From an optimization exercise on the open Yosys and OpenROAD flow, aimed at small area, a short achievable clock period and few clock cycles per item; shortcuts taken in it are not production practice. The RTL was checked by simulation tests, not by an equivalence proof against the original design.

<file path="flow/run.sh">
#!/bin/bash
# synth_recipe.tcl (not shown) runs the flow's synth.tcl, then flattens the netlist and writes it again
# the make line also repeats each setting of config.mk as NAME=value (left out here)
make -C /OpenROAD-flow-scripts/flow DESIGN_CONFIG=/design/flow/config.mk WORK_HOME=/design/flow/orfs CLKGATE_MAP_FILE= SYNTH_SCRIPT=/design/flow/synth_recipe.tcl finish
</file>
<file path="flow/config.mk">
export PLATFORM = sky130hd
export DESIGN_NAME = mul_div_unit
export DESIGN_NICKNAME = mul_div_unit
export VERILOG_FILES = /design/flow/design.v
export SDC_FILE = /design/flow/constraint.sdc
export NUM_CORES = 4
export LEC_CHECK = 0
export CAP_MARGIN = 20
export CORE_MARGIN = 2
export CORE_UTILIZATION = 40
export SETUP_SLACK_MARGIN = 4.5
export SLEW_MARGIN = 20
</file>
<file path="flow/constraint.sdc">
create_clock -name core_clock -period 10.0 [get_ports {i_clk}]
set_input_delay 2.0000 -clock core_clock [delete_from_list [all_inputs] [get_ports {i_clk}]]
set_output_delay 2.0000 -clock core_clock [all_outputs]
set_load 0.01 [all_outputs]
</file>
<file path="flow/design.v">
module mul_div_unit #(
    parameter int DATA_WIDTH    = 64,
    parameter int WORD_WIDTH    = 32,
    parameter int CONTROL_WIDTH = 4
) (
    input  logic                     i_clk,
    input  logic                     i_arst_n,
    input  logic                     i_valid,
    output logic                     o_ready,
    input  logic [CONTROL_WIDTH-1:0] i_op,
    input  logic [DATA_WIDTH-1:0]    i_src_1,
    input  logic [DATA_WIDTH-1:0]    i_src_2,
    input  logic                     i_flush,
    output logic                     o_valid,
    input  logic                     i_ready,
    output logic [DATA_WIDTH-1:0]    o_result,
    output logic                     o_busy
);
    localparam logic [1:0] M_MUL = 2'd0, M_DIV = 2'd2, M_PASS = 2'd3;
    function automatic [6:0] bitlen64(input logic [63:0] v);
        logic [63:0] val [0:6];
        logic [5:0]  pos [0:6][0:63];
        int          n;
        for (int i = 0; i < 64; i++) begin
            val[0][i]    = v[i];
            pos[0][i]    = 6'd0;
        end
        n = 64;
        for (int l = 1; l <= 6; l++) begin
            n = n / 2;
            for (int j = 0; j < 64; j++) begin
                if (j < n) begin
                    val[l][j] = val[l-1][2*j+1] | val[l-1][2*j];
                    pos[l][j] = val[l-1][2*j+1] ? (pos[l-1][2*j+1] | (6'd1 << (l-1)))
                                                : pos[l-1][2*j];
                end else begin
                    val[l][j] = 1'b0;
                    pos[l][j] = 6'd0;
                end
            end
        end
        bitlen64 = val[6][0] ? ({1'b0, pos[6][0]} + 7'd1) : 7'd0;
    endfunction
    function automatic [8:0] window(input logic [64:0] v, input logic [3:0] c);
        logic [72:0] e;
        e = {{7{v[64]}}, v, 1'b0};
        case (c)
            4'd0: window = e[8:0];
            4'd1: window = e[16:8];
            4'd2: window = e[24:16];
            4'd3: window = e[32:24];
            4'd4: window = e[40:32];
            4'd5: window = e[48:40];
            4'd6: window = e[56:48];
            4'd7: window = e[64:56];
            default: window = e[72:64];
        endcase
    endfunction
    function automatic [11:0] booth_dec(input logic [8:0] w);
        for (int t = 0; t < 4; t++) begin
            logic b0, b1, b2;
            b0 = w[2*t]; b1 = w[2*t+1]; b2 = w[2*t+2];
            booth_dec[3*t]   = b0 ^ b1;
            booth_dec[3*t+1] = (b2 & ~b1 & ~b0) | (~b2 & b1 & b0);
            booth_dec[3*t+2] = b2 & ~(b1 & b0);
        end
    endfunction
    function automatic [63:0] mul_init_lo(input logic [7:0] z);
        logic [63:0] s;
        s = 64'd0;
        for (int j = 2; j <= 9; j++)
            if (!z[j-2]) s = s | (64'd1 << (72 - 8*j));
        mul_init_lo = -s;
    endfunction
    function automatic [7:0] groups_ok(input logic [63:0] f);
        for (int m = 1; m <= 8; m++)
            groups_ok[m-1] = ((f >> (8*m-1)) == 64'd0);
    endfunction
    function automatic [3:0] therm_to_count(input logic [7:0] z);
        therm_to_count = 4'd8;
        for (int m = 8; m >= 1; m--)
            if (z[m-1]) therm_to_count = 4'(m-1);
    endfunction
    logic r_mul, r_div, r_word, r_rem, r_high, r_s1, r_s2;
    always_comb begin
        r_mul = 1'b0; r_div = 1'b0; r_word = 1'b0; r_rem = 1'b0; r_high = 1'b0;
        r_s1 = 1'b0; r_s2 = 1'b0;
        case (i_op)
            4'd0:  begin r_mul = 1'b1; r_s1 = 1'b1; r_s2 = 1'b1; end
            4'd1:  begin r_mul = 1'b1; r_high = 1'b1; r_s1 = 1'b1; r_s2 = 1'b1; end
            4'd2:  begin r_mul = 1'b1; r_high = 1'b1; r_s1 = 1'b1; end
            4'd3:  begin r_mul = 1'b1; r_high = 1'b1; end
            4'd4:  begin r_div = 1'b1; r_s1 = 1'b1; r_s2 = 1'b1; end
            4'd5:  r_div = 1'b1;
            4'd6:  begin r_div = 1'b1; r_rem = 1'b1; r_s1 = 1'b1; r_s2 = 1'b1; end
            4'd7:  begin r_div = 1'b1; r_rem = 1'b1; end
            4'd8:  begin r_mul = 1'b1; r_word = 1'b1; r_s1 = 1'b1; r_s2 = 1'b1; end
            4'd9:  begin r_div = 1'b1; r_word = 1'b1; r_s1 = 1'b1; r_s2 = 1'b1; end
            4'd10: begin r_div = 1'b1; r_word = 1'b1; end
            4'd11: begin r_div = 1'b1; r_word = 1'b1; r_rem = 1'b1; r_s1 = 1'b1; r_s2 = 1'b1; end
            4'd12: begin r_div = 1'b1; r_word = 1'b1; r_rem = 1'b1; end
            default: ;
        endcase
    end
    logic [63:0] r_ea, r_eb, r_fa, r_fb;
    logic        r_sa, r_sb;
    always_comb begin
        r_ea = r_word ? {{32{r_s1 & i_src_1[31]}}, i_src_1[31:0]} : i_src_1;
        r_eb = r_word ? {{32{r_s2 & i_src_2[31]}}, i_src_2[31:0]} : i_src_2;
        r_sa = r_s1 & (r_word ? i_src_1[31] : i_src_1[63]);
        r_sb = r_s2 & (r_word ? i_src_2[31] : i_src_2[63]);
        r_fa = r_ea ^ {64{r_sa}};                         
        r_fb = r_eb ^ {64{r_sb}};                         
    end
    logic        in_full;
    logic        d_mul, d_div, d_word, d_rem, d_high, sa, sb, b_zero;
    logic [63:0] ea, eb;
    logic [6:0]  bla, blb;      
    logic        pa;            
    logic [7:0]  ga, gb;        
    logic [63:0] mag_a, mag_b, triv_val;
    logic [6:0]  la_up, s_est;
    logic [66:0] d_al;
    logic        d_triv;
    always_comb begin
        mag_a  = sa ? (~ea + 64'd1) : ea;
        mag_b  = sb ? (~eb + 64'd1) : eb;
        la_up  = bla + {6'd0, pa};                        
        s_est  = la_up - blb;                             
        d_al   = {3'b000, mag_b} << (s_est | 7'd1);
        d_triv = !d_mul && (!d_div || b_zero || (la_up < blb));
        triv_val = d_rem ? ea : ((d_div && b_zero) ? '1 : '0);
    end
    logic [64:0] va, vb, mx, my;
    logic        swap;
    logic [3:0]  m_count;
    logic [8:0]  m_win;
    logic [63:0] m_init;
    logic        m_g1;
    always_comb begin
        va = {sa, ea};
        vb = {sb, eb};
        swap = |(ga & ~gb);
        mx = swap ? vb : va;
        my = swap ? va : vb;
        m_count = swap ? therm_to_count(ga) : therm_to_count(gb);
        m_win   = swap ? window(va, therm_to_count(ga)) : window(vb, therm_to_count(gb));
        m_init  = swap ? mul_init_lo(ga) : mul_init_lo(gb);
        m_g1    = swap ? ga[0] : gb[0];
    end
    logic        busy;
    logic [1:0]  mode;
    logic [6:0]  count;
    logic        f_high, f_rem, f_neg, f_word, f_bz;
    logic [63:0] H, L;
    logic [66:0] X;
    logic [64:0] Y;
    logic [11:0] dsel;       
    logic [63:0] out_raw;
    logic        out_v, out_neg, out_word, out_pc;
    logic        pc;
    logic [73:0] rows [0:3];
    logic [73:0] lw, kc, s0, c0, s1, c1, s2, c2, s3, c3;
    logic [73:0] msum;
    logic [54:0] up;
    logic [63:0] mul_h, mul_l;
    always_comb begin
        lw = {1'b0, H[0], L, 8'd0};
        for (int t = 0; t < 4; t++) begin
            logic one, two, neg;
            logic [65:0] sel;
            one = dsel[3*t]; two = dsel[3*t+1]; neg = dsel[3*t+2];
            sel = one ? {X[64], X[64:0]} : (two ? {X[64:0], 1'b0} : 66'd0);
            sel = neg ? ~sel : sel;
            rows[t] = 74'({~sel[65], sel[64:0]}) << (2*t);
            lw[2*t] = neg;
        end
        kc = 74'd43 << 65;
        s0 = lw ^ rows[0] ^ kc;
        c0 = ((lw & rows[0]) | (lw & kc) | (rows[0] & kc)) << 1;
        s1 = rows[1] ^ rows[2] ^ rows[3];
        c1 = ((rows[1] & rows[2]) | (rows[1] & rows[3]) | (rows[2] & rows[3])) << 1;
        s2 = s0 ^ c0 ^ s1;
        c2 = ((s0 & c0) | (s0 & s1) | (c0 & s1)) << 1;
        s3 = s2 ^ c2 ^ c1;
        c3 = ((s2 & c2) | (s2 & c1) | (c2 & c1)) << 1;
        msum = s3 + c3;
        up = H[55:1] + {46'd0, pc, 8'd0};       
        mul_h = {up, msum[72:64]};
        mul_l = msum[63:0];
    end
    logic [68:0] t1, t2a, t2b, ds, dc;
    logic [63:0] r2;
    logic        g1, g2a, g2b, q1, q2;
    always_comb begin
        t1  = {5'd0, H} - {2'b0, X};
        t2a = {5'd0, H} - {3'b0, X[66:1]};
        ds  = {5'd0, H} ^ ~{2'b0, X} ^ ~{3'b0, X[66:1]};
        dc  = (({5'd0, H} & ~{2'b0, X}) | ({5'd0, H} & ~{3'b0, X[66:1]}) |
               (~{2'b0, X} & ~{3'b0, X[66:1]})) << 1;
        t2b = ds + (dc | 69'd1) + 69'd1;
        g1  = ~t1[68];
        g2a = ~t2a[68];
        g2b = ~t2b[68];
        q1  = g1;
        q2  = g1 ? g2b : g2a;
        case ({q1, q2})
            2'b11:   r2 = t2b[63:0];
            2'b10:   r2 = t1[63:0];
            2'b01:   r2 = t2a[63:0];
            default: r2 = H;
        endcase
    end
    logic core_done, out_free, fin_free, move, core_free, take, accept;
    assign core_done = busy && (mode == M_PASS || count == 7'd0);
    assign fin_free  = !o_valid || i_ready;             
    assign move      = out_v && fin_free;               
    assign out_free  = !out_v || fin_free;              
    assign core_free = !busy || (core_done && out_free);
    assign take      = in_full && core_free;
    assign o_ready   = !in_full || core_free;
    assign accept    = i_valid && o_ready && !i_flush;
    logic [63:0] core_res;
    logic        core_neg;
    always_comb begin
        case (mode)
            M_MUL:   begin core_res = f_high ? mul_h : mul_l; core_neg = 1'b0; end
            M_PASS:  begin core_res = f_rem ? H : (f_bz ? '1 : '0); core_neg = f_rem & f_neg; end
            default: begin core_res = f_rem ? r2 : {L[61:0], q1, q2}; core_neg = f_neg; end
        endcase
    end
    always_ff @(posedge i_clk or negedge i_arst_n) begin
        if (!i_arst_n) begin
            in_full <= 1'b0;
            busy    <= 1'b0;
            out_v   <= 1'b0;
            o_valid <= 1'b0;
        end else if (i_flush) begin
            in_full <= 1'b0;
            busy    <= 1'b0;
            out_v   <= 1'b0;
            o_valid <= 1'b0;
        end else begin
            if (core_done && out_free)
                out_v <= 1'b1;
            else if (fin_free)
                out_v <= 1'b0;
            if (move)
                o_valid <= 1'b1;
            else if (i_ready)
                o_valid <= 1'b0;
            if (take)
                busy <= 1'b1;
            else if (core_done && out_free)
                busy <= 1'b0;
            if (accept)
                in_full <= 1'b1;
            else if (take)
                in_full <= 1'b0;
        end
    end
    always_ff @(posedge i_clk) begin
        if (accept) begin
            d_mul  <= r_mul;
            d_div  <= r_div;
            d_word <= r_word;
            d_rem  <= r_rem;
            d_high <= r_high;
            sa     <= r_sa;
            sb     <= r_sb;
            ea     <= r_ea;
            eb     <= r_eb;
            b_zero <= (r_eb == 64'd0);
            bla    <= bitlen64(r_fa);
            pa     <= r_sa && ((~r_fa[63:1] | r_fa[62:0]) == 63'h7FFF_FFFF_FFFF_FFFF);
            blb    <= bitlen64(r_fb);
            ga     <= groups_ok(r_fa);
            gb     <= groups_ok(r_fb);
        end
        if (move)
            o_result <= res_w;
        if (core_done && out_free) begin
            out_raw  <= core_res;
            out_neg  <= core_neg;
            out_word <= f_word;
            out_pc   <= (mode == M_MUL) && f_high && msum[73];
        end
        if (take) begin
            f_high <= d_high;
            f_rem  <= d_rem;
            f_neg  <= d_rem ? sa : (sa ^ sb);
            f_word <= d_word;
            f_bz   <= d_div && b_zero;
            Y      <= my;
            dsel   <= booth_dec(m_win);
            mode   <= d_triv ? M_PASS : (d_mul ? M_MUL : M_DIV);
            if (d_mul) begin
                H     <= m_g1 ? 64'hFFFF_FFFF_FFFF_FFFF : 64'hFFFF_FFFF_FFFF_FFFE;
                L     <= m_init;
                X     <= {{2{mx[64]}}, mx};
                count <= {3'b000, m_count};
                pc    <= 1'b0;
            end else begin
                H     <= mag_a;
                L     <= '0;
                X     <= d_al;
                count <= {1'b0, s_est[6:1]};
            end
        end else if (busy && !core_done) begin
            case (mode)
                M_MUL: begin
                    H     <= mul_h;
                    L     <= mul_l;
                    pc    <= msum[73];
                    count <= count - 7'd1;
                    dsel  <= booth_dec(window(Y, count[3:0] - 4'd1));
                end
                M_DIV: begin
                    H     <= r2;
                    L     <= {L[61:0], q1, q2};
                    X     <= X >> 2;
                    count <= count - 7'd1;
                end
                default: ;
            endcase
        end
    end
    logic [63:0] res_n, res_w;
    always_comb begin
        if (out_neg)
            res_n = ~out_raw + 64'd1;
        else if (out_pc)
            res_n = {out_raw[63:9] + 55'd1, out_raw[8:0]};
        else
            res_n = out_raw;
        res_w = out_word ? {{32{res_n[31]}}, res_n[31:0]} : res_n;
    end
    assign o_busy = in_full || busy || out_v || o_valid;
endmodule
</file>
==> out/qor.csv, run 1 <==
stage,metric,value,unit
run_status,status,no timing/DRC/antenna violations,
critical_path,worstSetupPathType,register to register,
clock_network,hold_buffers,0,
yosys,synth_largest_area_cell,edfxtp_1,
yosys,yosysMostFrequentCell,nand2_1,
critical_path,required,10.50,ns
sta,finalClockSkew,0.0456,ns
route,drc,0,
sta,maxSlewViolCount,0,
yosys,synth_cells,8963,
floorplan,die-height,433,um
grt,grt_pass1_wl,534,mm
grt,grt_overflow,0,
floorplan,dieArea,187000,sq um
sta,fin_crit,6.00,ns
critical_path,setup.worst_path.start_class,register,
sta,fmax,0.167,GHz
critical_path,critPathBufInv,6,
route,dr_total_vias,77500,
critical_path,critPathLaunch,dsel[6],
yosys,synth_warnings,1158,
route,antenna_left,0,
cells_and_area,design_area,88200,sq um
grt,grt_max_degree,150,
floorplan,io_pins,204,
clock_network,cts_tree,built,
yosys,yosys-top-cells-count,"813 x nand2_1, 749 x a21oi_1, 620 x o21ai_0",
clock_network,clock_latency,0.73,ns
cells_and_area,area_growth,19.9,%
sta,min_period_over_period,60.0,%
yosys,yosys.area.top_type_share,23.9,%
grt,grt.met2_usage,59.5,%
route,firstDrtPassIters,7,
critical_path,crit_top_cell,buf_4,
sta,finalSetupViolCount,0,
yosys,synth_area,73600,sq um
place,gp_congestion,1.08,
grt,grtUsageMet3,8.59,%
clock_network,cts_sinks,589,
sta,rsz0062_at_grt,yes,
critical_path,critical_path.max_fanout,17,
place,place.port_buffers,203,
yosys,synthArstFlopShare,0.679,%
place,dp_hpwl,294,mm
floorplan,start_util,40.2,%
floorplan,die_w,433,um
route,vias_per_cell,6.65,
critical_path,r2r-start,dsel[6],
critical_path,r2r_setup_slack,4.00,ns
sta,hold_viol,0,
grt,grt_pass1_vias,71500,
grt,antenna_found_initial,27,
yosys,ys_seq_area_share,24.0,%
job,cap_violations,0,
sta,maxSlewHeadroom,14.4,%
yosys,ys_ff_latch,589,
critical_path,crit_chain,"buf_4, bufbuf_16, a22oi_2, xor2_1, fa_1, fa_1, inv_1, fa_1, ha_4, buf_4, a21oi_1, a21oi_1, o31a_1, buf_4, nor3_4, nand2b_4, nand3b_1, xnor2_2, buf_4, o221ai_1, o21ai_0, a21oi_2",
yosys,synth_top_cells_by_area,"edfxtp_1 24%, fa_1 7.1%, ha_1 6.5%",
floorplan,row_count,157,
critical_path,cpPeakStageDelay,0.50,ns
clock_network,clk_pin_slew,0.06,ns
grt,busiest_layer,met2,
route,drtIter0Drc,10700,
yosys,synthFlopType,edfxtp_1,
yosys,synth_area_per_cell,8.21,sq um
clock_network,ctsHtreeMaxLevel,3,
clock_network,cts_root_buffer,clkbuf_16,
place,place_worst_setup_slack,2.47,ns
grt,track_usage,39.5,%
cells_and_area,fill_cells,17400,
hold_path,min_path_type,register to register,
route,wirelength,385,mm
cells_and_area,nNetsFinal,9895,
hold_path,hp-start,d_word,
sta,setup_tns,0,ns
critical_path,critical_path.top_delay_family,adder cells,
critical_path,cpMaxStageDelayCell,fa_1,
critical_path,end_kind,register,
floorplan,core,183000,sq um
sta,worst_slack,4.00,ns
grt,grt_util_met1,48.8,%
clock_network,clock_path_buffers,3,
critical_path,cp.arrival,6.50,ns
yosys,yosys.cell_types.count,94,
yosys,synth_enable_flop_cells,585,
clock_network,cts_buffers,73,
cells_and_area,final_layout_size_suffix_gt1_share,15.7,%
route,wire_per_inst,33.1,um
yosys,syn_nets,9746,
place,dpl-instance-area,77700,sq um
sta,worstMarginPinSlew,1.28,ns
## worst paths after layout
check	to	depth (start not counted)
worst max register to register	out_raw[37]	22
max in group asynchronous	busy	1
min in group asynchronous	out_v	1
worst min-delay path	f_word	0
worst max-delay path	out_raw[37]	22
worst min register to register	f_word	0
## sequential cells by signal (all words and copies together) (netlist names), 2 cells and up
name,cells
o_result,64
X,67
blb,7
Y,65
ea,64
dsel,12
L,64
out_raw,64
bla,7
count,7
eb,64
ga,8
H,64
mode,2
gb,8
## cells by family after synthesis
group                      share of synthesized area (%)
xor gates and xnor gates                            8.70
DFF                                                 24.0
buffers and inverters                               6.43
AOI/OAI and AO/OA                                   26.2
muxes                                               5.34
adders and majority gates                           13.6
and+or+nand+nor                                     15.7
## worst register-to-register path, cell delays in order (launching register included)
cell and delay, ns:
edfxtp_1 0.41, buf_4 0.20, bufbuf_16 0.32, a22oi_2 0.22, xor2_1 0.21, fa_1 0.45
fa_1 0.50, inv_1 0.05, fa_1 0.48, ha_4 0.29, buf_4 0.19, a21oi_1 0.32
a21oi_1 0.17, o31a_1 0.22, buf_4 0.18, nor3_4 0.29, nand2b_4 0.19, nand3b_1 0.17
xnor2_2 0.18, buf_4 0.16, o221ai_1 0.16, o21ai_0 0.13, a21oi_2 0.29
## cell usage in the layout (no fill, tap or decap), types with 254 or more instances in the layout
cell / instances
fa_1: 254
xor2_1: 360
a22oi_1: 282
inv_1: 511
xnor2_1: 307
nor2_1: 563
o21ai_0: 549
ha_1: 334
nand2_1: 788
buf_4: 429
a21oi_1: 653
edfxtp_1: 585
## per-layer routing
metal	routed length (um)	vias up
met5	125	-
met4	39100	18
met3	40000	1299
met2	164000	5288
met1	142000	37500
li1	-	33300
## area by class of cell
type | count | area, sq um | area share, %
flip-flops and latches | 589 | 17700 | 20.0
multi-input cells | 7127 | 55200 | 62.6
repair inverters | 1 | 5.00 | 0.00567
clock inverters | 46 | 554 | 0.628
repair buffers | 762 | 7540 | 8.55
clock buffers | 85 | 1870 | 2.12
diodes | 9 | 22.5 | 0.0255
well taps | 2464 | 3080 | 3.50
inverters | 558 | 2230 | 2.53
## through the flow
stage / hold slack [ns] / cells / util, %
after floorplan: 0.400 / 8963 / -
after global placement: 0.507 / 11100 / 42.5
after detailed placement: 0.505 / 11100 / 42.5
after CTS: 0.570 / 11500 / 47.0
after global routing: 0.570 / 11600 / 48.2
final: 0.554 / 11600 / 48.2
## repair_timing
action,4_1_cts,5_1_grt
gates cloned,22,0
endpoints found under the setup margin,207,181
pin swaps,220,185
gates resized for setup,629,263
setup buffers,269,106
Testbench counts, summed over its fixed seeds: cycles 14,277, items 3,200.
==> run 2: changes to the inputs <==
--- a/flow/design.v
+++ b/flow/design.v
@@ -157,11 +157,12 @@
     logic [64:0] Y;
     logic [11:0] dsel;       
     logic [63:0] out_raw;
-    logic        out_v, out_neg, out_word, out_pc;
-    logic        pc;
+    logic        out_v, out_neg, out_word, out_pc, out_c0, out_c37;
+    logic        pc, pl;
     logic [73:0] rows [0:3];
     logic [73:0] lw, kc, s0, c0, s1, c1, s2, c2, s3, c3;
-    logic [73:0] msum;
+    logic [37:0] msum_lo;
+    logic [36:0] msum_hi;
     logic [54:0] up;
     logic [63:0] mul_h, mul_l;
     always_comb begin
@@ -175,7 +176,7 @@
             rows[t] = 74'({~sel[65], sel[64:0]}) << (2*t);
             lw[2*t] = neg;
         end
-        kc = 74'd43 << 65;
+        kc = (74'd43 << 65) | (74'(pl) << 45);
         s0 = lw ^ rows[0] ^ kc;
         c0 = ((lw & rows[0]) | (lw & kc) | (rows[0] & kc)) << 1;
         s1 = rows[1] ^ rows[2] ^ rows[3];
@@ -184,10 +185,11 @@
         c2 = ((s0 & c0) | (s0 & s1) | (c0 & s1)) << 1;
         s3 = s2 ^ c2 ^ c1;
         c3 = ((s2 & c2) | (s2 & c1) | (c2 & c1)) << 1;
-        msum = s3 + c3;
+        msum_lo = {1'b0, s3[36:0]} + {1'b0, c3[36:0]};
+        msum_hi = s3[73:37] + c3[73:37];
         up = H[55:1] + {46'd0, pc, 8'd0};       
-        mul_h = {up, msum[72:64]};
-        mul_l = msum[63:0];
+        mul_h = {up, msum_hi[35:27]};
+        mul_l = {msum_hi[26:0], msum_lo[36:0]};
     end
     logic [68:0] t1, t2a, t2b, ds, dc;
     logic [63:0] r2;
@@ -283,7 +285,9 @@
             out_raw  <= core_res;
             out_neg  <= core_neg;
             out_word <= f_word;
-            out_pc   <= (mode == M_MUL) && f_high && msum[73];
+            out_pc   <= (mode == M_MUL) && f_high && msum_hi[36];
+            out_c0   <= (mode == M_MUL) && f_high && msum_lo[37] && (&(s3[63:37] ^ c3[63:37]));   
+            out_c37  <= (mode == M_MUL) && !f_high && msum_lo[37];
         end
         if (take) begin
             f_high <= d_high;
@@ -300,6 +304,7 @@
                 X     <= {{2{mx[64]}}, mx};
                 count <= {3'b000, m_count};
                 pc    <= 1'b0;
+                pl    <= 1'b0;
             end else begin
                 H     <= mag_a;
                 L     <= '0;
@@ -311,7 +316,8 @@
                 M_MUL: begin
                     H     <= mul_h;
                     L     <= mul_l;
-                    pc    <= msum[73];
+                    pc    <= msum_hi[36];
+                    pl    <= msum_lo[37];
                     count <= count - 7'd1;
                     dsel  <= booth_dec(window(Y, count[3:0] - 4'd1));
                 end
@@ -327,12 +333,8 @@
     end
     logic [63:0] res_n, res_w;
     always_comb begin
-        if (out_neg)
-            res_n = ~out_raw + 64'd1;
-        else if (out_pc)
-            res_n = {out_raw[63:9] + 55'd1, out_raw[8:0]};
-        else
-            res_n = out_raw;
+        res_n = (out_neg ? ~out_raw : out_raw)
+              + {26'd0, out_c37, 27'd0, out_pc, 8'd0, out_c0 | out_neg};
         res_w = out_word ? {{32{res_n[31]}}, res_n[31:0]} : res_n;
     end
     assign o_busy = in_full || busy || out_v || o_valid;
==> out/qor.csv, run 2 <==
stage,metric,value,unit
sta,min_period_over_period,57.9,%
grt,grt_max_degree,164,
route,drtIter0Drc,10400,
sta,rsz0062_at_grt,yes,
yosys,synthArstFlopShare,0.676,%
hold_path,worstHoldPathCells,0,
yosys,yosys.area.top_type_share,24.1,%
cells_and_area,largest_register_ffs,67,
place,place.port_buffers,203,
cells_and_area,multi_input_area,54000,sq um
sta,hold_viol,0,
clock_network,clock_path_buffers,3,
cells_and_area,regArea,17800,sq um
floorplan,start_util,40.2,%
floorplan,die-height,432,um
sta,fin_crit,5.79,ns
critical_path,required,10.45,ns
critical_path,cp-endpoint,out_raw[23],
critical_path,cp.arrival,6.24,ns
sta,maxSlewHeadroom,14.6,%
yosys,ys_ff_latch,592,
grt,grt_overflow,0,
yosys,synthFlopType,edfxtp_1,
critical_path,critical_path.max_fanout,11,
yosys,synth_enable_flop_cells,588,
yosys,synth_cells,8867,
sta,finalClockSkew,0.0701,ns
grt,track_usage,36.4,%
run_status,status,no timing/DRC/antenna violations,
route,antenna_left,0,
clock_network,clk_pin_slew,0.06,ns
floorplan,row_count,157,
sta,maxSlewViolCount,0,
yosys,yosys.cell_types.count,106,
grt,antenna_found_initial,25,
job,cap_violations,0,
critical_path,worstSetupPathType,register to register,
hold_path,min_path_type,register to register,
cells_and_area,final_layout_size_suffix_gt1_share,14.1,%
yosys,ys_seq_area_share,24.2,%
cells_and_area,nNetsFinal,9718,
sta,fmax,0.173,GHz
sta,finalSetupViolCount,0,
critical_path,end_kind,register,
floorplan,core,182000,sq um
route,wire_per_inst,31.2,um
yosys,yosys-top-cells-count,"807 x nand2_1, 758 x a21oi_1, 599 x o21ai_0",
clock_network,ctsHtreeMaxLevel,3,
cells_and_area,area_growth,17.1,%
yosys,synth_area,73300,sq um
place,gp_congestion,1.10,
sta,setup_tns,0,ns
grt,grt_pass1_wl,500,mm
cells_and_area,final_util,47.0,%
floorplan,die_w,432,um
yosys,synth_area_per_cell,8.27,sq um
place,place_worst_setup_slack,2.76,ns
yosys,synth_warnings,1158,
cells_and_area,final_cell_mix,"793 x nand2_1, 695 x a21oi_1, 588 x edfxtp_1, 562 x nor2_1, 531 x o21ai_0",
yosys,synth_top_cells_by_area,"edfxtp_1 24%, fa_1 7.2%, ha_1 6.6%",
clock_network,cts_buffers,73,
clock_network,cts_sinks,592,
route,vias_per_cell,6.66,
place,dp_hpwl,268,mm
critical_path,critPathLaunch,dsel[6],
critical_path,crit-reg2reg-capture,out_raw[23],
cells_and_area,layout_commonest_cell,nand2_1,
route,firstDrtPassIters,7,
floorplan,dieArea,187000,sq um
cells_and_area,fill_cells,17400,
cells_and_area,top_regs,"X (67), Y (65)",
yosys,yosysMostFrequentCell,nand2_1,
clock_network,cts_root_buffer,clkbuf_16,
route,drc,0,
sta,holdWs,0.428,ns
route,dr_total_vias,75800,
cells_and_area,largest_register,X,
critical_path,r2r_setup_slack,4.21,ns
clock_network,cts_tree,built,
critical_path,r2r-start,dsel[6],
yosys,synth_largest_area_cell,edfxtp_1,
clock_network,hold_buffers,0,
yosys,syn_nets,9652,
critical_path,r2r_cells,23,
sta,worst_slack,4.21,ns
clock_network,clock_latency,0.74,ns
route,wirelength,355,mm
critical_path,setup.worst_path.start_class,register,
sta,worstMarginPinSlew,1.25,ns
floorplan,io_pins,204,
grt,grt_pass1_vias,70300,
==> run 2: repair_timing <==
item | CTS | global route
gates resized for setup | 432 | 290
buffers inserted | 188 | 109
cloned | 17 | 3
endpoints found under the hold margin | 0 | 0
pin swaps | 129 | 157
setup endpoints to repair | 255 | 180
==> run 2: kinds of logic after synthesis <==
logic type | synth area share (%)
AO/OA/AOI/OAI | 26.0
AND/OR/NAND/NOR | 15.4
buffers and inverters | 6.48
XOR/XNOR | 9.32
adder cells (fa/ha/maj) | 13.8
flip-flops | 24.2
multiplexers | 4.77
==> run 2: final cells by class <==
cell class                      count  area share [%]
Multi-Input combinational cell   7036            62.9
Sequential cell                   592            20.7
Timing Repair Buffer              670            7.55
Tap cell                         2385            3.48
Inverter                          560            2.57
Clock buffer                       87            2.21
Clock inverter                     45           0.605
Antenna cell                        4          0.0117
==> run 2: worst min-delay path by stage <==
| stage | from | endpoint | slack [ns] |
|---|---|---|---|
| 6_report | d_high | f_high | 0.43 |
| 5_1_grt | d_high | f_high | 0.44 |
| 4_1_cts | d_high | f_high | 0.43 |
| 3_5_place_dp | d_high | f_high | 0.42 |
| 3_3_place_gp | d_high | f_high | 0.41 |
| 2_1_floorplan | d_high | f_high | 0.40 |
==> run 2: metal layers <==
layer | track usage, % | up-vias | routed length, um
met2 | 55.3 | 5198 | 152000
met4 | 25.4 | 24 | 32100
met1 | 45.0 | 36600 | 129000
li1 | - | 32800 | -
met3 | 9.60 | 1245 | 42100
met5 | 0 | - | 158
==> run 2: worst max-delay path: stages, from the launching register on <==
cell	delay (ns)
edfxtp_1	0.43
buf_12	0.17
nor2b_4	0.13
buf_12	0.13
buf_12	0.15
a22oi_1	0.08
xor2_1	0.18
fa_1	0.52
fa_1	0.50
inv_1	0.05
fa_1	0.48
ha_4	0.30
nand2_4	0.05
or4_4	0.54
buf_4	0.16
buf_6	0.11
nor3_4	0.22
o21ai_2	0.11
nand2b_1	0.13
nand2b_1	0.10
a21oi_4	0.19
mux2i_4	0.36
a2111oi_4	0.06
a211oi_2	0.36
==> run 2: stage by stage <==
step,area [sq um],cells
3_3_place_gp,77200,10900
4_1_cts,83500,11300
6_report,85800,11400
5_1_grt,85800,11400
3_5_place_dp,77200,10900
2_1_floorplan,73400,8867
Testbench counts of run 2, summed over its fixed seeds: cycles 14,277, items 3,200.
==> run 3: changes to the inputs <==
--- a/flow/design.v
+++ b/flow/design.v
@@ -157,12 +157,12 @@
     logic [64:0] Y;
     logic [11:0] dsel;       
     logic [63:0] out_raw;
-    logic        out_v, out_neg, out_word, out_pc, out_c0, out_c37;
-    logic        pc, pl;
+    logic        out_v, out_neg, out_word, out_pc, out_c0, out_c25, out_c50;
+    logic        pc, p25, p50;
     logic [73:0] rows [0:3];
-    logic [73:0] lw, kc, s0, c0, s1, c1, s2, c2, s3, c3;
-    logic [37:0] msum_lo;
-    logic [36:0] msum_hi;
+    logic [73:0] lw, kc, s0, c0, s1, c1, s2, c2, s3, c3, sx;
+    logic [25:0] ms0, ms1;
+    logic [23:0] ms2;
     logic [54:0] up;
     logic [63:0] mul_h, mul_l;
     always_comb begin
@@ -176,7 +176,7 @@
             rows[t] = 74'({~sel[65], sel[64:0]}) << (2*t);
             lw[2*t] = neg;
         end
-        kc = (74'd43 << 65) | (74'(pl) << 45);
+        kc = (74'd43 << 65) | (74'(p25) << 33) | (74'(p50) << 58);
         s0 = lw ^ rows[0] ^ kc;
         c0 = ((lw & rows[0]) | (lw & kc) | (rows[0] & kc)) << 1;
         s1 = rows[1] ^ rows[2] ^ rows[3];
@@ -185,11 +185,13 @@
         c2 = ((s0 & c0) | (s0 & s1) | (c0 & s1)) << 1;
         s3 = s2 ^ c2 ^ c1;
         c3 = ((s2 & c2) | (s2 & c1) | (c2 & c1)) << 1;
-        msum_lo = {1'b0, s3[36:0]} + {1'b0, c3[36:0]};
-        msum_hi = s3[73:37] + c3[73:37];
+        sx  = s3 ^ c3;                           
+        ms0 = {1'b0, s3[24:0]}  + {1'b0, c3[24:0]};
+        ms1 = {1'b0, s3[49:25]} + {1'b0, c3[49:25]};
+        ms2 = s3[73:50] + c3[73:50];
         up = H[55:1] + {46'd0, pc, 8'd0};       
-        mul_h = {up, msum_hi[35:27]};
-        mul_l = {msum_hi[26:0], msum_lo[36:0]};
+        mul_h = {up, ms2[22:14]};
+        mul_l = {ms2[13:0], ms1[24:0], ms0[24:0]};
     end
     logic [68:0] t1, t2a, t2b, ds, dc;
     logic [63:0] r2;
@@ -285,9 +287,11 @@
             out_raw  <= core_res;
             out_neg  <= core_neg;
             out_word <= f_word;
-            out_pc   <= (mode == M_MUL) && f_high && msum_hi[36];
-            out_c0   <= (mode == M_MUL) && f_high && msum_lo[37] && (&(s3[63:37] ^ c3[63:37]));   
-            out_c37  <= (mode == M_MUL) && !f_high && msum_lo[37];
+            out_pc   <= (mode == M_MUL) && f_high && ms2[23];
+            out_c0   <= (mode == M_MUL) && f_high && (&sx[63:50]) &&
+                        (ms1[25] || (ms0[25] && (&sx[49:25])));
+            out_c25  <= (mode == M_MUL) && !f_high && ms0[25];
+            out_c50  <= (mode == M_MUL) && !f_high && ms1[25];
         end
         if (take) begin
             f_high <= d_high;
@@ -304,7 +308,8 @@
                 X     <= {{2{mx[64]}}, mx};
                 count <= {3'b000, m_count};
                 pc    <= 1'b0;
-                pl    <= 1'b0;
+                p25   <= 1'b0;
+                p50   <= 1'b0;
             end else begin
                 H     <= mag_a;
                 L     <= '0;
@@ -316,8 +321,9 @@
                 M_MUL: begin
                     H     <= mul_h;
                     L     <= mul_l;
-                    pc    <= msum_hi[36];
-                    pl    <= msum_lo[37];
+                    pc    <= ms2[23];
+                    p25   <= ms0[25];
+                    p50   <= ms1[25];
                     count <= count - 7'd1;
                     dsel  <= booth_dec(window(Y, count[3:0] - 4'd1));
                 end
@@ -334,7 +340,7 @@
     logic [63:0] res_n, res_w;
     always_comb begin
         res_n = (out_neg ? ~out_raw : out_raw)
-              + {26'd0, out_c37, 27'd0, out_pc, 8'd0, out_c0 | out_neg};
+              + {13'd0, out_c50, 24'd0, out_c25, 15'd0, out_pc, 8'd0, out_c0 | out_neg};
         res_w = out_word ? {{32{res_n[31]}}, res_n[31:0]} : res_n;
     end
     assign o_busy = in_full || busy || out_v || o_valid;
==> out/qor.csv, run 3 <==
stage,metric,value,unit
route,drtIter0Drc,10800,
yosys,ys_seq_area_share,24.7,%
cells_and_area,top_regs,"X (67), Y (65)",
run_status,status,no timing/DRC/antenna violations,
critical_path,critical_path.max_fanout,5,
sta,hold_viol,0,
yosys,yosys.cell_types.count,92,
yosys,synthArstFlopShare,0.673,%
route,firstDrtPassIters,8,
yosys,synth_area,72200,sq um
yosys,synth_top_cells_by_area,"edfxtp_1 25%, fa_1 7.3%, ha_1 6.7%",
sta,fmax,0.170,GHz
sta,maxSlewHeadroom,14.6,%
route,antenna_left,0,
cells_and_area,area_growth,16.5,%
floorplan,dieArea,184000,sq um
clock_network,clock_path_buffers,3,
critical_path,cpMaxStageDelayCell,edfxtp_1,
place,dpl-instance-area,76300,sq um
critical_path,worstSetupPathType,register to register,
clock_network,ctsHtreeMaxLevel,3,
route,wirelength,376,mm
clock_network,clk_pin_slew,0.06,ns
route,wire_per_inst,33.5,um
yosys,synth_enable_flop_cells,590,
sta,finalClockSkew,0.0307,ns
cells_and_area,largest_register_ffs,67,
floorplan,die-height,429,um
grt,grt_overflow,0,
place,placed_cells,10800,
critical_path,cp.arrival,6.29,ns
yosys,synth_cells,8747,
yosys,ys_ff_latch,594,
critical_path,crit_top_cell,fa_1,
critical_path,setup.worst_path.start_class,register,
floorplan,row_count,155,
cells_and_area,final_util,47.0,%
critical_path,critPathLaunch,dsel[9],
grt,antenna_found_initial,20,
critical_path,r2r-start,dsel[9],
route,vias_per_cell,6.68,
place,place.port_buffers,203,
clock_network,cts_buffers,77,
cells_and_area,design_area,84100,sq um
cells_and_area,final_layout_size_suffix_gt1_share,12.7,%
floorplan,io_pins,204,
place,gp_congestion,1.03,
yosys,yosys-top-cells-count,"820 x nand2_1, 736 x a21oi_1, 632 x o21ai_0",
cells_and_area,fin_cells,11200,
cells_and_area,nNetsFinal,9567,
hold_path,hp-start,d_word,
yosys,synth_largest_area_cell,edfxtp_1,
yosys,syn_nets,9534,
critical_path,end_kind,register,
hold_path,min_path_type,register to register,
sta,min_period_over_period,58.8,%
critical_path,crit_chain,"nor2b_4, buf_12, buf_12, a22oi_2, xor2_1, fa_1, fa_1, inv_2, fa_1, ha_2, fa_2, a21o_1, a221oi_4, o221ai_4, a2111oi_4, o31ai_4, a31oi_4, buf_6, xor2_4, buf_4, buf_6, nor2_4, a21oi_2, o21ai_1",
cells_and_area,largest_register,X,
clock_network,cts_root_buffer,clkbuf_16,
yosys,synthFlopType,edfxtp_1,
sta,worstMarginPinSlew,1.27,ns
critical_path,required,10.42,ns
sta,rsz0062_at_grt,yes,
sta,setup_tns,0,ns
cells_and_area,final_cell_mix,"808 x nand2_1, 672 x a21oi_1, 590 x edfxtp_1, 566 x o21ai_0, 561 x nor2_1",
route,drc,0,
yosys,synth_area_per_cell,8.26,sq um
grt,grt_pass1_wl,520,mm
job,cap_violations,0,
clock_network,clock_latency,0.74,ns
grt,grt_pass1_vias,69600,
sta,fin_crit,5.88,ns
clock_network,cts_tree,built,
yosys,synth_warnings,1158,
grt,grt_max_degree,133,
critical_path,cpPeakStageDelay,0.52,ns
yosys,yosys.area.top_type_share,24.5,%
cells_and_area,layout_commonest_cell,nand2_1,
floorplan,start_util,40.4,%
sta,finalSetupViolCount,0,
floorplan,core,179000,sq um
sta,maxSlewViolCount,0,
floorplan,die_w,429,um
cells_and_area,fill_cells,17300,
place,dp_hpwl,286,mm
clock_network,cts_sinks,594,
grt,track_usage,38.8,%
yosys,yosysMostFrequentCell,nand2_1,
route,dr_total_vias,74900,
## run 3: critical path: cells and delay by family (launching register included)
family	cells	cell delay, ns
fa+ha+maj	5	2.01
compound gates	9	1.80
buf+inv	6	0.65
flops	1	0.52
xor+xnor	2	0.35
simple gates	2	0.24
## run 3: through the flow
stage,setup slack [ns],hold slack (ns)
floorplan,2.80,0.400
global placement,2.89,0.418
detailed placement,2.84,0.406
CTS,4.12,0.421
global route,3.98,0.436
finish,4.12,0.418
## run 3: layout make-up
type                    count  area [sq um]  share of cell area (%)
multi-input cells        6928         52400                    62.3
repair inverters            1          7.51                 0.00892
clock buffers              89          1990                    2.37
clock inverters            53           663                   0.788
inverters                 556          2160                    2.57
repair buffers            622          6090                    7.24
flip-flops and latches    594         17800                    21.2
diodes                      9          22.5                  0.0268
well taps                2355          2950                    3.50
## run 3: path summary, 6_finish.rpt
kind | to | slack, ns | depth (start not counted)
hold / removal | f_word | 0.42 | 0
hold reg to reg | f_word | 0.42 | 0
setup reg to reg | L[45] | 4.12 | 24
min in group asynchronous | in_full | 1.49 | 1
setup / recovery | L[45] | 4.12 | 24
max in group asynchronous | o_valid | 8.34 | 1
## run 3: cell families after synthesis
logic type                 synth area share (%)
muxes                                      4.86
AOI/OAI and AO/OA                          25.6
xor gates and xnor gates                   9.48
DFF                                        24.7
buffers and inverters                      6.40
and+or+nand+nor                            14.9
adders and majority gates                  14.0
## run 3: timing repair
item / CTS / global route
setup endpoints to repair: 254 / 175
setup buffers: 107 / 137
pin swaps: 136 / 163
hold buffers: 0 / 0
gates cloned: 19 / 2
gates resized for setup: 334 / 261
## run 3: per-layer routing
layer	GRT usage (%)	wire (um)	share of wire, %
met4	24.1	28800	7.7
met1	48.8	142000	38
met2	58.7	161000	43
met3	11.0	44400	12
met5	0	97	0.026
Testbench counts of run 3, summed over its fixed seeds: cycles 14,277, items 3,200.
==> run 4: changes to the inputs <==
--- a/flow/config.mk
+++ b/flow/config.mk
@@ -10,3 +10,4 @@
 export CORE_UTILIZATION = 40
 export SETUP_SLACK_MARGIN = 4.5
 export SLEW_MARGIN = 20
+export TNS_END_PERCENT = 0
==> out/qor.csv, run 4 <==
stage,metric,value,unit
route,drc,0,
cells_and_area,area_growth,11.8,%
route,wire_per_inst,32.5,um
sta,maxSlewHeadroom,13.1,%
floorplan,core,179000,sq um
yosys,synth_area_per_cell,8.26,sq um
place,gp_congestion,1.04,
sta,hold_viol,0,
sta,maxSlewViolCount,0,
clock_network,clock_latency,0.73,ns
sta,fin_crit,5.97,ns
cells_and_area,largest_register,X,
cells_and_area,fin_cells,11000,
route,vias_per_cell,6.58,
yosys,yosysMostFrequentCell,nand2_1,
yosys,ys_seq_area_share,24.7,%
sta,min_period_over_period,59.7,%
clock_network,clock_path_buffers,3,
floorplan,die_w,429,um
floorplan,die-height,429,um
cells_and_area,final_cell_mix,"811 x nand2_1, 719 x a21oi_1, 598 x o21ai_0, 590 x edfxtp_1, 572 x nor2_1",
grt,grt_overflow,0,
cells_and_area,multi_input_area,50800,sq um
clock_network,clk_pin_slew,0.07,ns
route,antenna_left,0,
grt,antenna_found_initial,17,
grt,grt_pass1_wl,504,mm
yosys,ys_ff_latch,594,
route,dr_total_vias,72600,
critical_path,setup.worst_path.start_class,register,
yosys,synth_largest_area_cell,edfxtp_1,
clock_network,cts_buffers,77,
floorplan,dieArea,184000,sq um
clock_network,cts_root_buffer,clkbuf_16,
yosys,synthArstFlopShare,0.673,%
floorplan,io_pins,204,
place,place.port_buffers,203,
run_status,status,no timing/DRC/antenna violations,
sta,finalClockSkew,0.0424,ns
sta,rsz0062_at_grt,yes,
hold_path,min_path_type,register to register,
clock_network,cts_sinks,594,
place,dp_hpwl,281,mm
critical_path,end_kind,register,
route,wirelength,359,mm
hold_path,worstHoldPathCells,0,
cells_and_area,layout_commonest_cell,nand2_1,
yosys,synth_warnings,1158,
cells_and_area,nNetsFinal,9397,
sta,setup_tns,0,ns
yosys,yosys.cell_types.count,92,
clock_network,ctsHtreeMaxLevel,3,
cells_and_area,fill_cells,17700,
floorplan,row_count,155,
cells_and_area,regArea,17800,sq um
yosys,synth_top_cells_by_area,"edfxtp_1 25%, fa_1 7.3%, ha_1 6.7%",
sta,worstMarginPinSlew,1.30,ns
place,placed_cells,10800,
grt,track_usage,37.4,%
clock_network,hold_buffers,0,
cells_and_area,final_layout_size_suffix_gt1_share,8.19,%
yosys,syn_nets,9534,
yosys,yosys.area.top_type_share,24.5,%
route,drtIter0Drc,9173,
critical_path,r2r_cells,17,
critical_path,critical_path.max_fanout,9,
yosys,synth_enable_flop_cells,590,
cells_and_area,largest_register_ffs,67,
clock_network,cts_tree,built,
yosys,synth_area,72200,sq um
grt,grt_max_degree,130,
critical_path,required,10.55,ns
critical_path,worstSetupPathType,register to register,
yosys,synthFlopType,edfxtp_1,
yosys,synth_cells,8747,
yosys,yosys-top-cells-count,"820 x nand2_1, 736 x a21oi_1, 632 x o21ai_0",
critical_path,cp.arrival,6.52,ns
route,firstDrtPassIters,9,
cells_and_area,top_regs,"X (67), Y (65)",
cells_and_area,final_util,45.1,%
floorplan,start_util,40.4,%
job,cap_violations,0,
sta,finalSetupViolCount,0,
grt,grt_pass1_vias,68600,
sta,fmax,0.168,GHz
[run 4: cell counts after synthesis]
No cell type changed its count.
[run 4: path summary, 6_finish.rpt]
| kind | from | slack (ns) | end |
|---|---|---|---|
| setup / recovery | X[14] | 4.03 | out_raw[61] |
| hold / removal | d_word | 0.50 | f_word |
| setup reg to reg | X[14] | 4.03 | out_raw[61] |
| hold reg to reg | d_word | 0.50 | f_word |
| max in group asynchronous | i_arst_n | 8.31 | busy |
| min in group asynchronous | i_arst_n | 1.50 | in_full |
[run 4: repair_timing]
| item | CTS | global route |
|---|---|---|
| pin swaps | 39 | 54 |
| resized for setup | 141 | 84 |
| setup endpoints to repair | 230 | 222 |
| gates cloned | 9 | 2 |
| buffers inserted | 54 | 26 |
[run 4: layout make-up]
class,count,share of cell area [%]
Antenna cell,6,0.0186
Clock buffer,89,2.50
Clock inverter,53,0.628
Inverter,556,2.61
Multi-Input combinational cell,6925,63.0
Sequential cell,594,22.1
Tap cell,2355,3.65
Timing Repair Buffer,453,5.53
Timing Repair inverter,3,0.0186
[run 4: per-layer routing]
layer / GRT usage [%] / up-vias / routed length, um
li1: - / 31800 / -
met1: 46.3 / 35300 / 136000
met4: 23.4 / 12 / 27100
met3: 10.3 / 990 / 39100
met2: 57.6 / 4467 / 156000
met5: 0 / - / 90
[run 4: through the flow]
step / hold WS (ns) / cell area, sq um / setup WS [ns]
after floorplan: 0.400 / 72300 / 2.80
after global placement: 0.491 / 76300 / 2.57
after detailed placement: 0.472 / 76300 / 2.54
after CTS: 0.503 / 80100 / 4.17
after global routing: 0.512 / 80700 / 3.94
final: 0.499 / 80700 / 4.03
[run 4: critical path, cell delays in order, from the launching register on]
cell	delay (ns)
edfxtp_1	0.53
inv_1	0.43
fa_1	0.50
ha_1	0.37
a211oi_1	0.41
o211ai_1	0.23
a21boi_0	0.60
o32a_1	0.23
o41ai_1	0.07
buf_4	0.21
a211oi_1	0.81
nor4_1	0.17
nor2_1	0.18
xnor2_1	0.13
nand2_1	0.07
a31o_2	0.30
a211oi_1	0.27
buf_4	0.25
[run 4: cells by family (layout without fill, tap and decap cells)]
group | Yosys count | in the layout | synth area share (%)
adder cells (fa/ha/maj) | 650 | 650 | 14.0
AND/OR/NAND/NOR | 2311 | 2313 | 14.9
buffers and inverters | 1230 | 1154 | 6.40
other | 0 | 6 | 0
multiplexers | 337 | 337 | 4.86
flip-flops | 594 | 594 | 24.7
AO/OA/AOI/OAI | 2843 | 2843 | 25.6
XOR/XNOR | 782 | 782 | 9.48
==> run 5: changes to the inputs <==
--- a/flow/config.mk
+++ b/flow/config.mk
@@ -7,7 +7,8 @@
 export LEC_CHECK = 0
 export CAP_MARGIN = 20
 export CORE_MARGIN = 2
-export CORE_UTILIZATION = 40
+export CORE_UTILIZATION = 55
+export CTS_BUF_LIST = sky130_fd_sc_hd__clkbuf_8
 export SETUP_SLACK_MARGIN = 4.5
 export SLEW_MARGIN = 20
 export TNS_END_PERCENT = 0
==> out/qor.csv, run 5 <==
stage,metric,value,unit
run_status,status,no timing/DRC/antenna violations,
yosys,synth_top_cells_by_area,"edfxtp_1 25%, fa_1 7.3%, ha_1 6.7%",
place,dp_hpwl,260,mm
critical_path,end_kind,register,
yosys,yosys-top-cells-count,"820 x nand2_1, 736 x a21oi_1, 632 x o21ai_0",
grt,track_usage,48.8,%
cells_and_area,regArea,17800,sq um
cells_and_area,nNetsFinal,9434,
critical_path,crit_chain,"inv_1, fa_1, ha_1, a21oi_1, o21ai_0, a211o_1, a21oi_4, o311ai_1, buf_4, a21oi_1, nor4_1, or4_1, xor2_1, o221a_2, mux2i_1, a21oi_1",
yosys,synth_largest_area_cell,edfxtp_1,
route,drc,0,
floorplan,start_util,55.6,%
place,gp_congestion,1.10,
floorplan,die_w,366,um
route,drtIter0Drc,12100,
place,place.port_buffers,203,
floorplan,row_count,132,
clock_network,cts_tree,built,
cells_and_area,top_regs,"X (67), Y (65)",
yosys,synthArstFlopShare,0.673,%
grt,grt_overflow,0,
route,wirelength,340,mm
sta,holdWs,0.512,ns
cells_and_area,largest_register_ffs,67,
critical_path,cp.arrival,6.75,ns
grt,grt_pass1_wl,484,mm
cells_and_area,layout_commonest_cell,nand2_1,
critical_path,cpMaxStageDelayCell,edfxtp_1,
yosys,yosys.area.top_type_share,24.5,%
sta,hold_viol,0,
hold_path,min_path_type,register to register,
yosys,synth_warnings,1158,
sta,finalClockSkew,0.0566,ns
grt,grt_pass1_vias,70400,
job,cap_violations,0,
cells_and_area,area_growth,10.4,%
critical_path,critical_path.max_fanout,10,
yosys,synth_enable_flop_cells,590,
route,dr_total_vias,75300,
sta,setup_tns,0,ns
clock_network,cts_sinks,594,
yosys,ys_ff_latch,594,
grt,antenna_found_initial,25,
sta,min_period_over_period,61.5,%
cells_and_area,multi_input_area,50900,sq um
route,vias_per_cell,7.18,
clock_network,cts_root_buffer,clkbuf_8,
route,wire_per_inst,32.4,um
critical_path,required,10.60,ns
cells_and_area,final_layout_size_suffix_gt1_share,8.60,%
yosys,syn_nets,9534,
sta,fmax,0.163,GHz
sta,worstMarginPinSlew,1.35,ns
yosys,synth_area,72200,sq um
yosys,yosysMostFrequentCell,nand2_1,
floorplan,io_pins,204,
sta,rsz0062_at_grt,yes,
sta,finalSetupViolCount,0,
sta,maxSlewViolCount,0,
critical_path,crit_top_cell,a21oi_1,
sta,maxSlewHeadroom,8.88,%
route,firstDrtPassIters,13,
clock_network,clk_pin_slew,0.06,ns
cells_and_area,largest_register,X,
yosys,synth_area_per_cell,8.26,sq um
critical_path,cpPeakStageDelay,0.65,ns
grt,grt_max_degree,87,
yosys,yosys.cell_types.count,92,
clock_network,clock_path_buffers,3,
floorplan,dieArea,134000,sq um
floorplan,die-height,366,um
cells_and_area,final_util,61.3,%
critical_path,worstSetupPathType,register to register,
cells_and_area,fill_cells,11200,
sta,fin_crit,6.15,ns
clock_network,ctsHtreeMaxLevel,3,
critical_path,setup.worst_path.start_class,register,
floorplan,core,130000,sq um
yosys,synthFlopType,edfxtp_1,
yosys,ys_seq_area_share,24.7,%
clock_network,clock_latency,0.93,ns
route,antenna_left,0,
yosys,synth_cells,8747,
cells_and_area,final_cell_mix,"813 x nand2_1, 714 x a21oi_1, 608 x o21ai_0, 590 x edfxtp_1, 574 x nor2_1",
clock_network,cts_buffers,107,
[run 5: cell counts after synthesis]
Identical to the previous run, type by type.
[run 5: kinds of logic (layout without fill, tap and decap cells)]
| family | after synthesis | after routing | share of synthesized area (%) |
|---|---|---|---|
| XOR/XNOR | 782 | 782 | 9.48 |
| other | 0 | 13 | 0 |
| multiplexers | 337 | 337 | 4.86 |
| adder cells (fa/ha/maj) | 650 | 650 | 14.0 |
| AO/OA/AOI/OAI | 2843 | 2844 | 25.6 |
| flip-flops | 594 | 594 | 24.7 |
| AND/OR/NAND/NOR | 2311 | 2314 | 14.9 |
| buffers and inverters | 1230 | 1214 | 6.40 |
[run 5: critical path: cells and delay by family (launching register included)]
family / cells / cell delay [ns]
DFF: 1 / 0.65
AOI/OAI and AO/OA: 8 / 2.90
adders and majority gates: 2 / 0.89
xor gates and xnor gates: 1 / 0.16
muxes: 1 / 0.09
buffers and inverters: 2 / 0.52
and+or+nand+nor: 2 / 0.61
[run 5: timing repair]
action,in CTS,in global routing
hold buffers,0,0
buffers inserted,72,11
cloned,15,0
pin swaps,53,20
resized for setup,172,40
setup endpoints to repair,208,228
[run 5: layout make-up]
| type | count | area share [%] |
|---|---|---|
| Sequential cell | 594 | 22.3 |
| Multi-Input combinational cell | 6927 | 63.9 |
| Clock inverter | 89 | 0.907 |
| Antenna cell | 13 | 0.0408 |
| Tap cell | 1742 | 2.73 |
| Timing Repair inverter | 1 | 0.00628 |
| Clock buffer | 108 | 1.86 |
| Inverter | 556 | 2.65 |
| Timing Repair Buffer | 460 | 5.59 |
[run 5: final timing paths]
| kind | startpoint | end | slack (ns) | depth (start not counted) |
|---|---|---|---|---|
| max | X[29] | out_raw[63] | 3.85 | 16 |
| min reg2reg | d_word | f_word | 0.51 | 0 |
| min in group asynchronous | i_arst_n | o_valid | 1.28 | 1 |
| max in group asynchronous | i_arst_n | in_full | 8.54 | 1 |
| max reg2reg | X[29] | out_raw[63] | 3.85 | 16 |
| min | d_word | f_word | 0.51 | 0 |
[run 5: through the flow]
| step | instances | cell area [sq um] | worst slack, ns |
|---|---|---|---|
| floorplan | 8747 | 72300 | 2.80 |
| global placement | 10200 | 75400 | 2.65 |
| detailed placement | 10200 | 75400 | 2.47 |
| CTS | 10500 | 79400 | 4.28 |
| global route | 10500 | 79700 | 3.96 |
| finish | 10500 | 79700 | 3.85 |
[run 5: metal layers]
| layer | routed length, um | global-route usage [%] |
|---|---|---|
| met1 | 115000 | 56.9 |
| met2 | 142000 | 72.2 |
| met3 | 47100 | 17.1 |
| met4 | 35400 | 40.1 |
| met5 | 204 | 0.0712 |

==> separate check: timing with driven ports <==
Ports are ideal in the flow. The routed layouts listed here were re-timed in OpenROAD. Step 1, drivers: a clkbuf_16 drives i_clk and a buf_2 each remaining input, both assumed. Step 2, shift: input delay + t, output delay - t, t = (earliest + latest rising clock arrival at the registers) / 2. This alone moves slack from input paths to output paths. a / b / c = ideal / step 1 / step 2; a / b = the first two.
| run | shift t [ns] | setup WS [ns] | hold WS [ns] | slew at the worst register clock pin (ns) |
|---|---|---|---|---|
| run 1 | 0.808 | 4.001 / 4.001 / 3.825 | 0.554 / 0.554 / 0.554 | 0.08 / 0.08 |
| run 2 | 0.794 | 4.207 / 4.207 / 3.879 | 0.428 / 0.428 / 0.428 | 0.07 / 0.07 |
| run 3 | 0.810 | 4.123 / 4.123 / 3.816 | 0.418 / 0.418 / 0.418 | 0.07 / 0.07 |
| run 4 | 0.804 | 4.033 / 4.033 / 3.632 | 0.499 / 0.499 / 0.499 | 0.07 / 0.07 |
| run 5 | 0.984 | 3.853 / 3.853 / 3.234 | 0.512 / 0.512 / 0.512 | 0.08 / 0.08 |
After both steps setup and hold are still met in every run listed. The setup slack of run 5, which loses most, moves by 0.000 ns with the drivers and by -0.619 ns with both steps.
